From an optimization exercise on the open Yosys and OpenROAD flow, aimed at small area, a short achievable clock period and few clock cycles per item; shortcuts taken in it are not production practice. Function was checked by simulation only, so behaviour that the tests miss may differ from the original. Power is estimated from default activity; no workload was simulated.

== v9 ==
// conv_pool
module conv_pool (
	input  logic        clk,
	input  logic        rst_n,
	input  logic        enable,
	input  logic [7:0]  input_data,
	output logic        busy,
	input  logic        wb_cyc,
	input  logic        wb_stb,
	input  logic        wb_we,
	input  logic [3:0]  wb_adr,
	input  logic [7:0]  wb_dat_i,
	output logic        wb_ack,
	output logic [7:0]  wb_dat_o,
	output logic        res_wen,
	output logic [1:0]  res_addr,
	output logic [31:0] res_data,
	output logic [3:0]  res_bytemask,
	output logic        done
);
Size: about 360 flip-flops, ~76 I/O pins, roughly 18000 um2 of cells after synthesis.
Settings: LEC_CHECK=0, ABC_AREA=1, CAP_MARGIN=20, CORE_MARGIN=2, CORE_UTILIZATION=40, CTS_BUF_LIST=sky130_fd_sc_hd__clkbuf_16, CTS_CLUSTER_DIAMETER=80, CTS_CLUSTER_SIZE=30, SLEW_MARGIN=20; clock period 10.0 ns.
standard.sh (not shown) runs the stock make flow with config.mk's settings and CLKGATE_MAP_FILE= SYNTH_SCRIPT=/design/flow/synth_recipe.tcl, a recipe that flattens the netlist after the stock synthesis.
==> flow/flow/run.sh <==
#!/bin/bash
# The standard layout, with timing repair aimed at a tighter setup margin
# than the 10 ns clock needs (the SDC and clock period are unchanged)
bash standard.sh SETUP_SLACK_MARGIN=6.6 finish > standard.log 2>&1
Testbench counts of v9, summed over its fixed seeds: cycles 4,416, images 64.
## Diff of input files: v34 against v9
- CORE_UTILIZATION now 65, was 40
- CTS_BUF_LIST no longer set, was sky130_fd_sc_hd__clkbuf_16
- CTS_CLUSTER_DIAMETER no longer set, was 80
- CTS_CLUSTER_SIZE no longer set, was 30
==> comparison <==
| post-CTS resize count | v34 vs v9 | 13% lower |. Smallest setup slack after layout delta for v34 relative to v9: 0.017 ns lower. Between v34 and v9, the global-route usage is higher for v34. Reported for v34 and v9, number of routed nets with antenna violations turned out identical to the last digit.
Input changes introduced in v52 (baseline for comparison: v34):
- putting CTS_CLUSTER_SIZE at 18 where nothing was set
- swapping 65 for 40 in CORE_UTILIZATION
- putting CTS_CLUSTER_DIAMETER at 50 where nothing was set
- putting CTS_BUF_LIST at sky130_fd_sc_hd__clkbuf_8 where nothing was set
-- flow/flow/run.sh --
<<< v34, line 4
bash standard.sh SETUP_SLACK_MARGIN=6.6 finish > standard.log 2>&1
>>> v52, line 4
bash standard.sh SETUP_SLACK_MARGIN=6.8 finish > standard.log 2>&1
Per the final summary, v34 finished and its layout is clean on timing, DRC and antenna.
v52 finished every step from synthesis to the final layout, and the layout passed the timing, design-rule and antenna checks.
v52 ended with less fraction of cell area in non-clock buffers than v34.
In v52, count of clock-buffer cells in the layout is lower than in v34.
Of the two candidates, v34 has the worse total power and v52 the better one.
Worst-case headroom to the max-slew limit ends up lower on v34.
From v34 to v52 the numbers moved as follows: design area rose 65 um2; core utilization now sits lower; sequential fraction of total cell area now larger.

* * *

north:
conv_pool, a different RTL version from the one above (not shown whole).
Size: about 1900 cells after synthesis.
Settings: LEC_CHECK=0, ABC_AREA=1, CAP_MARGIN=20, CORE_MARGIN=2, CORE_UTILIZATION=40, CTS_BUF_LIST=sky130_fd_sc_hd__clkbuf_8, CTS_CLUSTER_DIAMETER=50, CTS_CLUSTER_SIZE=18, SLEW_MARGIN=20; clock period 10.0 ns.
==> flow/flow/run.sh <==
#!/bin/bash
# The standard layout, with timing repair aimed at a tighter setup margin
# than the 10 ns clock needs (the SDC and clock period are unchanged), and
# the smallest plain buffer on each port
bash standard.sh SETUP_SLACK_MARGIN=6.8 "BUFFER_PORTS_ARGS=-buffer_cell sky130_fd_sc_hd__buf_1" finish > standard.log 2>&1
north went all the way through the flow, and no timing, DRC or antenna check failed.
Testbench counts of north, summed over its fixed seeds: cycles 4,416, images 64.
[inputs] south vs north
==> flow/flow/run.sh <==
#!/bin/bash
# The standard layout, with timing repair aimed at a tighter setup margin
# than the 10 ns clock needs (the SDC and clock period are unchanged)
bash standard.sh SETUP_SLACK_MARGIN=6.8 finish > standard.log 2>&1
--- a/flow/config.mk
+++ b/flow/config.mk
@@ -11 +11 @@
-export CORE_UTILIZATION = 40
+export CORE_UTILIZATION = 55
==> summary.txt <==
south: clock skew is 0.0038 ns higher than what north reported. The met2 track demand over resource in global routing of south is higher than that of north. north ended up with met5 as its top routing layer in use; south ended up with met4. On power after layout: between north and south, it ends up lower for north. When the final numbers for north and south were put side by side, the worst hold slack turned out to be greater in south. Fmax for south: about 1.4% down relative to north. Lower count of clock-buffer cells in the layout among north and south: south. Delta (south minus north): routed wire length up 140 um, switching fraction of total power down 0.25 points.

* * *

## lane 4
Another version of the RTL of conv_pool (not shown whole).
Size in the first run: about 340 flip-flops, roughly 76 I/O pins, about 0.018 sq mm of cells after synthesis.
clock: 10.0 ns
lec_check: 0
abc_area: 1
cap_margin: 20
core_margin: 2
core_utilization: 40
cts_buf_list: sky130_fd_sc_hd__clkbuf_8
cts_cluster_diameter: 50
cts_cluster_size: 18
slew_margin: 20
tns_end_percent: 10
==> flow/flow/run.sh <==
#!/bin/bash
# The standard layout, with timing repair aimed at a tighter setup margin
# than the 10 ns clock needs (the SDC and clock period are unchanged), and
# the smallest plain buffer on each port
bash standard.sh SETUP_SLACK_MARGIN=6.8 "BUFFER_PORTS_ARGS=-buffer_cell sky130_fd_sc_hd__buf_1" finish > standard.log 2>&1
Lane 4 finished all stages; the layout is clean.
Testbench counts of lane 4, summed over its fixed seeds: cycles 4,416, images 64.
Setup changes, lane 4 to lane 1
# lane 4
export LEC_CHECK = 0
export ABC_AREA = 1
export CAP_MARGIN = 20
export CORE_MARGIN = 2
export CORE_UTILIZATION = 40
export CTS_BUF_LIST = sky130_fd_sc_hd__clkbuf_8
export CTS_CLUSTER_DIAMETER = 50
export CTS_CLUSTER_SIZE = 18
export SLEW_MARGIN = 20
export TNS_END_PERCENT = 10
create_clock -name core_clock -period 10.0 [get_ports {clk}]
# lane 1
export LEC_CHECK = 0
export ABC_AREA = 1
export CAP_MARGIN = 20
export CORE_MARGIN = 2
export CORE_UTILIZATION = 40
export CTS_BUF_LIST = sky130_fd_sc_hd__clkbuf_8
export CTS_CLUSTER_DIAMETER = 50
export CTS_CLUSTER_SIZE = 18
export SLEW_MARGIN = 20
create_clock -name core_clock -period 10.0 [get_ports {clk}]
## What came out
Lane 1 reached the end of the flow, and the finished layout is clean on the timing, design-rule and antenna checks. Lane 4 was carried through to the last stage, and its layout satisfied the timing, design-rule and antenna checks. Number of gates resized after CTS (lane 1 over lane 4): increase, about 65%. In the reports for lane 4 and lane 1, the smaller delay contributed by the slowest stage of the critical path belongs to lane 1. Relative to lane 4, the number of vias after detailed routing measured on lane 1 has decreased slightly. On lane 1: final standard cell utilization of the core is 0.19 points higher than what lane 4 gave. Between lane 1 and lane 4, the total track usage does not differ in any meaningful way. Of lane 4 and lane 1, the lower proportion of layout cells with a drive suffix above 1 belongs to lane 4. Compared to lane 4, lane 1 has headroom to the max-slew limit 1.9 points lower.

==> re-timing with driven ports <==
How much do the figures lean on ideal ports? The routed layouts below were timed once more, with nothing changed but the port constraints.
Step 1, drivers: a clkbuf_16 drives clk and a buf_2 each remaining input, both assumed.
Step 2, shift: input delay + t, output delay - t, t = (earliest + latest rising clock arrival at the registers) / 2. This alone moves slack from input paths to output paths.
a / b / c = ideal / step 1 / step 2; a / b = the first two.
| run | shift t [ns] | setup WS [ns] | worst setup path after step 2 | worst register clock-pin slew, ns | worst slew at a driven data input, ns |
|---|---|---|---|---|---|
| v9 | 0.611 | 6.656 / 6.656 / 6.159 | input to register | 0.11 / 0.11 | 0.07 |
| v34 | 0.579 | 6.639 / 6.585 / 6.270 | input to register | 0.06 / 0.06 | 0.07 |
| v52 | 0.673 | 6.761 / 6.746 / 6.135 | input to register | 0.11 / 0.11 | 0.07 |
| north | 0.654 | 6.757 / 6.757 / 6.298 | input to register | 0.11 / 0.11 | 0.13 |
| south | 0.609 | 6.713 / 6.713 / 6.248 | input to register | 0.11 / 0.11 | 0.09 |
| lane 4 | 0.651 | 6.815 / 6.789 / 6.326 | input to register | 0.10 / 0.10 | 0.08 |
| lane 1 | 0.655 | 6.856 / 6.809 / 6.310 | input to register | 0.11 / 0.11 | 0.08 |
After both steps setup and hold are still met in every run listed. For v52, which loses most, drivers alone change the setup slack by -0.015 ns; drivers and shift together by -0.626 ns.
